This design comes from an exercise in tuning for small area and a short achievable clock period on the open sky130 flow, not from production work.
No functional check of the RTL was part of any run shown here.

==> flow/design.v, too long to show whole: its modules and the start of the top module <==
// module pipeline_control: 18 lines
// module probability_stage: 56 lines
// module interval_update: 533 lines
// module ks_add16: 69 lines
// module renormalizer: 61 lines
// module arith_encoder: 78 lines
module arith_encoder #(
  parameter int SYMBOL_WIDTH = 4
) (
  input  logic                    general_clk,
  input  logic                    reset,
  input  logic                    in_valid,
  input  logic [15:0]             fl,
  input  logic [15:0]             fh,
  input  logic [SYMBOL_WIDTH-1:0] symbol,
  input  logic [SYMBOL_WIDTH:0]   nsyms,
  input  logic                    bool_mode,
  output logic                    out_valid,
  output logic [15:0]             range_out,
  output logic [23:0]             low_out,
  output logic [4:0]              cnt_out,
  output logic [1:0]              bit_flag,
  output logic [15:0]             out_bit_1,
  output logic [15:0]             out_bit_2
);
  // ...
==> flow/flow/run.sh <==
#!/bin/bash
# The standard layout with three changes: synthesis skips the quick ABC pass
# inside Yosys's synth (the final ABC mapping still runs), adders use Yosys's
# Sklansky carry network instead of Kogge-Stone, and the ports get the
# smallest buffer instead of the delay buffer that buffer_ports picks by
# default. All output goes to run_standard.log in this folder; ORFS keeps its
# own logs under orfs/logs.
set -euo pipefail
export SYNTH_ARGS="-noabc"
export SYNTH_OPERATIONS_ARGS="-extra-map +/choices/sklansky.v"
export BUFFER_PORTS_ARGS="-buffer_cell sky130_fd_sc_hd__buf_1"
bash standard.sh > run_standard.log 2>&1
==> flow/standard.sh <==
#!/bin/bash
# synth_recipe.tcl (not shown) runs the flow's synth.tcl, then flattens the netlist and writes it again
# the make line also repeats each setting of config.mk as NAME=value (left out here)
make -C /OpenROAD-flow-scripts/flow DESIGN_CONFIG=/design/flow/config.mk WORK_HOME=/design/flow/orfs CLKGATE_MAP_FILE= SYNTH_SCRIPT=/design/flow/synth_recipe.tcl "${@:-finish}"
==> flow/config.mk <==
export PLATFORM = sky130hd
export DESIGN_NAME = arith_encoder
export DESIGN_NICKNAME = arith_encoder
export VERILOG_FILES = /design/flow/design.v
export SDC_FILE = /design/flow/constraint.sdc
export NUM_CORES = 4
export LEC_CHECK = 0
export ABC_AREA = 1
export CAP_MARGIN = 20
export CORE_MARGIN = 2
export CORE_UTILIZATION = 40
export CTS_BUF_LIST = sky130_fd_sc_hd__clkbuf_8
export SETUP_SLACK_MARGIN = 3.0
export SLEW_MARGIN = 20
==> flow/constraint.sdc <==
create_clock -name core_clock -period 9.0 [get_ports {general_clk}]
set_input_delay 1.8000 -clock core_clock [delete_from_list [all_inputs] [get_ports {general_clk}]]
set_output_delay 1.8000 -clock core_clock [all_outputs]
set_load 0.01 [all_outputs]
==> flow_results.org, run 1 <==
** Synthesis
- Biggest area consumer among synthesized cells :: fa_1
- Counting flops and latches in the post-synthesis netlist gives 84.
- In the post-synthesis netlist, the cell with the most instances is nand2_1.
- The synthesized netlist devotes 11.6% of its cell area to compound gates.
- The commonest cells after synthesis are 453 x nand2_1, 258 x nor2_1, 252 x inv_1.
- The share of the Yosys chip area taken by registers is 13.3%.
- Counting distinct cell types in the post-synthesis netlist gives 48.

** Outcome
- Status :: timing/DRC/antenna clean

** Global route
- Wire length of the first global-routing pass :: 58700 um

** Clock tree
- # clock sinks :: 84
- Number of hold buffers added after cts :: 0
- After clock tree synthesis, the clock-pin slew on the worst setup and hold paths is 0.11 ns.

** Finish
- The final layout contains a sequential cell count of 84.
- Multi-input comb cells :: 1389
- Number of flip-flops in the largest register :: 24
- Finished Core Util :: 44.6%
- Relative to the synthesized area, the layout overhead comes to 10.7%.

** Timing
- Clock skew on the completed layout was measured at 0.0220 ns.
- Final setup vio count :: 0

** Placement
- Number of cells in the design after placement :: 2253

** Worst hold path
- The startpoint identified for the worst hold timing path is u_control.v1.

** Die
- The die covers 33100 um2.

** Drt
- Met3 wire length :: 2070 um
- In the routed design, unresolved DRC markers number 0.
- Total wirelength of the detailed-routed design :: 36900 um
- Initial DRC count :: 769

** Worst setup path
- By instance count, the cell type seen most on the critical path is fa_1.
- Endpoint of the worst register-to-register path :: u_stage_3.sum_q[22]
==> inputs of run 2 (changes only) <==
--- a/flow/config.mk
+++ b/flow/config.mk
@@ -12,3 +12,3 @@
 export CTS_BUF_LIST = sky130_fd_sc_hd__clkbuf_8
-export SETUP_SLACK_MARGIN = 3.0
+export SETUP_SLACK_MARGIN = 2.75
 export SLEW_MARGIN = 20
==> run 2 against run 1 <==
Cell count down 0.48%; non-clock buffer count fell by 11; critical path depth decreased by 1; worst setup slack worse by 0.14 ns; design area shrank 2.2%; clock skew decreased by 0.0014 ns; fmax down 2.3%; via count is 1.2% lower; hold slack improved by 0.0014 ns; critical endpoint unchanged; largest cell class unchanged.
==> flow_results.org, run 2 <==
** Finish
- Most common cell after layout, fill and taps aside :: nand2_1
- Largest register by flop count :: u_stage_3.sum_q
- At the end of the flow, the number of nets in the layout was 2175.
- The area growth from synthesis to layout is 8.26%.
- Layout cell share with drive strength beyond 1 :: 6.04%
- Area of all placed cells without fillers :: 13700 um2
- The number of antenna diodes in the final layout is 0.
- The flip-flop count of the largest register after layout was 24 (unchanged).
- Most frequent cells in the layout :: 451 x nand2_1, 256 x nor2_1, 247 x inv_1
- The largest registers in the layout are u_stage_3.sum_q (24), u_stage_2.range_q (16).

** Drt
- First-pass DRT Iterations :: 7
- The post-detailed-route DRC marker count came to 0 (unchanged).
- Total wirelength of the detailed-routed design :: 36200 um (-1.9%)
- Via total after detailed routing :: 11500
- Average wire length per cell after detail routing :: 15.8 um
- Vias per inst :: 5.04
- The iteration-0 DRC count of the detailed router was 741 (-3.6%).
- Post-route antenna net violation count :: 0

** Timing
- Slew Limit Fails :: 0
- Max-slew headroom :: 39.7%
- Final period demand of the worst path :: 5.95 ns
- Total negative slack :: 0 ns
- The worst-case clock skew came to 0.0206 ns (-0.00139 ns).
- Setup repair after global routing missed its margin :: true
- Period utilization :: 66.1%
- Final hold violations :: 0
- For the pin with the worst max-slew slack, the measured transition is 0.903 ns.
- Timing-limited maximum frequency :: 168 MHz
- The number of failing setup endpoints in the final timing report came to 0 (unchanged).

** Placement
- Total half-perimeter wirelength after legalization and detailed placement :: 28900 um
- The count of buffers added on input and output ports is 110.
- Placed Instance Area :: 13100 um2
- Routability-driven placement finished with a final weighted congestion of 0.911.

** Outcome
- Status :: timing/DRC/antenna clean

** Synthesis
- The number of distinct standard cells referenced by the synthesized netlist came to 48 (unchanged).
- Cell area after synthesis :: 12700 um2
- In the post-synthesis netlist, the biggest area contributors are fa_1 24%, nand2_1 13%, dfxtp_1 13%.
- Synthesis produced 1829 cells.
- Primary flip-flop cell chosen by synthesis mapping :: dfxtp_1
- In the post-synthesis netlist, the cell with the most instances is nand2_1.
- Dividing the synthesized area by the synthesized cell count gives 6.92 um2.
- For this run, the number of Yosys warnings is 4.
- The synthesized flop and latch total is 84 (unchanged).
- Synth top area share :: 24.4%
- The commonest cells after synthesis are 453 x nand2_1, 258 x nor2_1, 252 x inv_1.
- Number of enable flip-flop cells after synthesis :: 0
- Share of flip-flops with an asynchronous set or reset after synthesis :: 0%
- Biggest area consumer among synthesized cells :: fa_1
- The register area share after synthesis was 13.3% (unchanged).

** Clock tree
- The clock-pin slew on the worst setup and hold paths is 0.11 ns (about the same).
- The number of clock sinks is 84 (unchanged).
- H-tree Lvls :: 3
- TritonCTS created 9 clock buffers.
- Number of hold buffers added after cts :: 0 (unchanged)
- Clock Root Buffer :: clkbuf_8
- TritonCTS built the clock tree.
- CTS Buffer Depth :: 2
- The clock reaches the later pin of the worst-skew pair after 0.40 ns.

** Worst setup path
- Endpoint required time on the critical path :: 9.34 ns
- The worst setup path is captured at a register.
- Critical Path Fanout Max :: 5
- Crit Path Class :: reg -> reg
- STA puts the critical path data arrival time at 6.29 ns.
- Broken down by cell family, the worst path's largest delay share belongs to adder cells.
- Max stage delay on crit path :: 0.54 ns
- The largest individual stage delay along the critical path comes from the cell fa_1.
- Crit start category :: register
- CP Buf/Inv Count :: 2

** Flow run
- Number of max-cap violations :: 0

** Die
- From bottom edge to top edge, the die measures 182 um.
- During I/O placement, the number of pins put on the boundary was 125.
- Starting utilization of the core area :: 40.3%
- Width of the die :: 182 um
- Floorplan die area :: 33100 um2 (unchanged)
- The initialized floorplan defines 65 standard-cell rows.
- Floorplan Core Area :: 31400 um2

** Global route
- All-layer global routing usage :: 22.3%
- The initial antenna violation count is 0.
- Global route overflow :: 0
- Entering global routing, the biggest net connects 47 pins.
- Via count of the first global-routing pass :: 11400
- Wire length of the first global-routing pass :: 58400 um (-0.56%)

** Worst hold path
- Path class of the lowest-slack min-delay path :: reg -> reg
## run 2: cell counts after synthesis
No cell type changed its count.
## run 2: final cells by class
| type | instances | area [um2] |
|---|---|---|
| fill | 3310 | 17700 |
| multi-input combinational | 1390 | 9620 |
| sequential | 84 | 1710 |
| inverter | 265 | 1040 |
| timing repair buffer | 129 | 581 |
| tap | 402 | 503 |
| clock buffer | 9 | 124 |
| clock inverter | 7 | 106 |
| timing repair inverter | 3 | 17.5 |
## run 2: metal layers
| metal | global-route usage [%] | wire length, um | up-vias | part of all wire [%] |
|---|---|---|---|---|
| met5 | 0 | 0 | - | 0 |
| met4 | 5.29 | 768 | 0 | 2.1 |
| met3 | 3.87 | 2320 | 50 | 6.4 |
| met2 | 39.3 | 17800 | 354 | 49 |
| met1 | 28.5 | 15300 | 5393 | 42 |
| li1 | - | - | 5750 | - |
## run 2: worst reg2reg max path, delay by kind of cell (launching register included)
family / cells / cell delay (ns)
AO/OA/AOI/OAI: 7 / 1.12
adder cells (fa/ha/maj): 7 / 2.84
buffers and inverters: 2 / 0.17
flip-flops: 1 / 0.41
AND/OR/NAND/NOR: 11 / 1.37
## run 2: what timing repair did
item / 4_1_cts / 5_1_grt
endpoints found under the setup margin: 31 / 28
pin swaps: 0 / 15
resized for setup: 20 / 30
gates cloned: 3 / 1
buffers inserted: 7 / 9
## run 2: final timing paths
check,slack [ns],startpoint,to,cells after the start
worst max-delay path,3.05,u_stage_2.range_q[6],u_stage_3.sum_q[22],27
worst min-delay path,0.46,u_control.v1,u_control.v2,2
worst max register to register,3.05,u_stage_2.range_q[6],u_stage_3.sum_q[22],27
worst min register to register,0.46,u_control.v1,u_control.v2,2
## run 2: stage by stage
| stage | setup slack [ns] | cells | utilization, % | hold WS, ns |
|---|---|---|---|---|
| 3_3_place_gp | 2.09 | 2253 | 41.8 | 0.454 |
| 5_1_grt | 2.72 | 2289 | 43.7 | 0.478 |
| 6_report | 3.05 | 2289 | 43.7 | 0.458 |
| 2_1_floorplan | 3.31 | 1836 | - | 0.388 |
| 4_1_cts | 2.76 | 2279 | 42.9 | 0.451 |
| 3_5_place_dp | 2.02 | 2253 | 41.8 | 0.445 |
## run 2: cell families after synthesis
kind of cell / count (synthesis) / synth area share, %
simple gates: 818 / 26.6
compound gates: 273 / 11.6
flops: 84 / 13.3
xor+xnor: 25 / 1.73
other cells: 1 / 0.0296
mux: 17 / 1.34
fa+ha+maj: 248 / 33.6
buf+inv: 363 / 11.8

==> what the ideal ports hide <==
How much do the figures lean on ideal ports? The routed layouts below were timed once more, with nothing changed but the port constraints.
Step 1, drivers: a clkbuf_16 drives general_clk and a buf_2 each remaining input, both assumed.
Step 2 also shifts input and output timing later by t, the mid clock arrival at the registers, as if the neighbouring blocks saw the same clock.
a / b / c = no drivers / after step 1 / after step 2; a / b = the first two.
run	shift t [ns]	setup slack, ns	worst setup path at the end
run 1	0.426	3.186 / 3.186 / 2.991	input to register
run 2	0.427	3.047 / 3.047 / 2.853	input to register
After both steps every run listed still meets setup and hold. For run 1, which loses most, drivers alone change the setup slack by 0.000 ns; drivers and shift together by -0.195 ns.
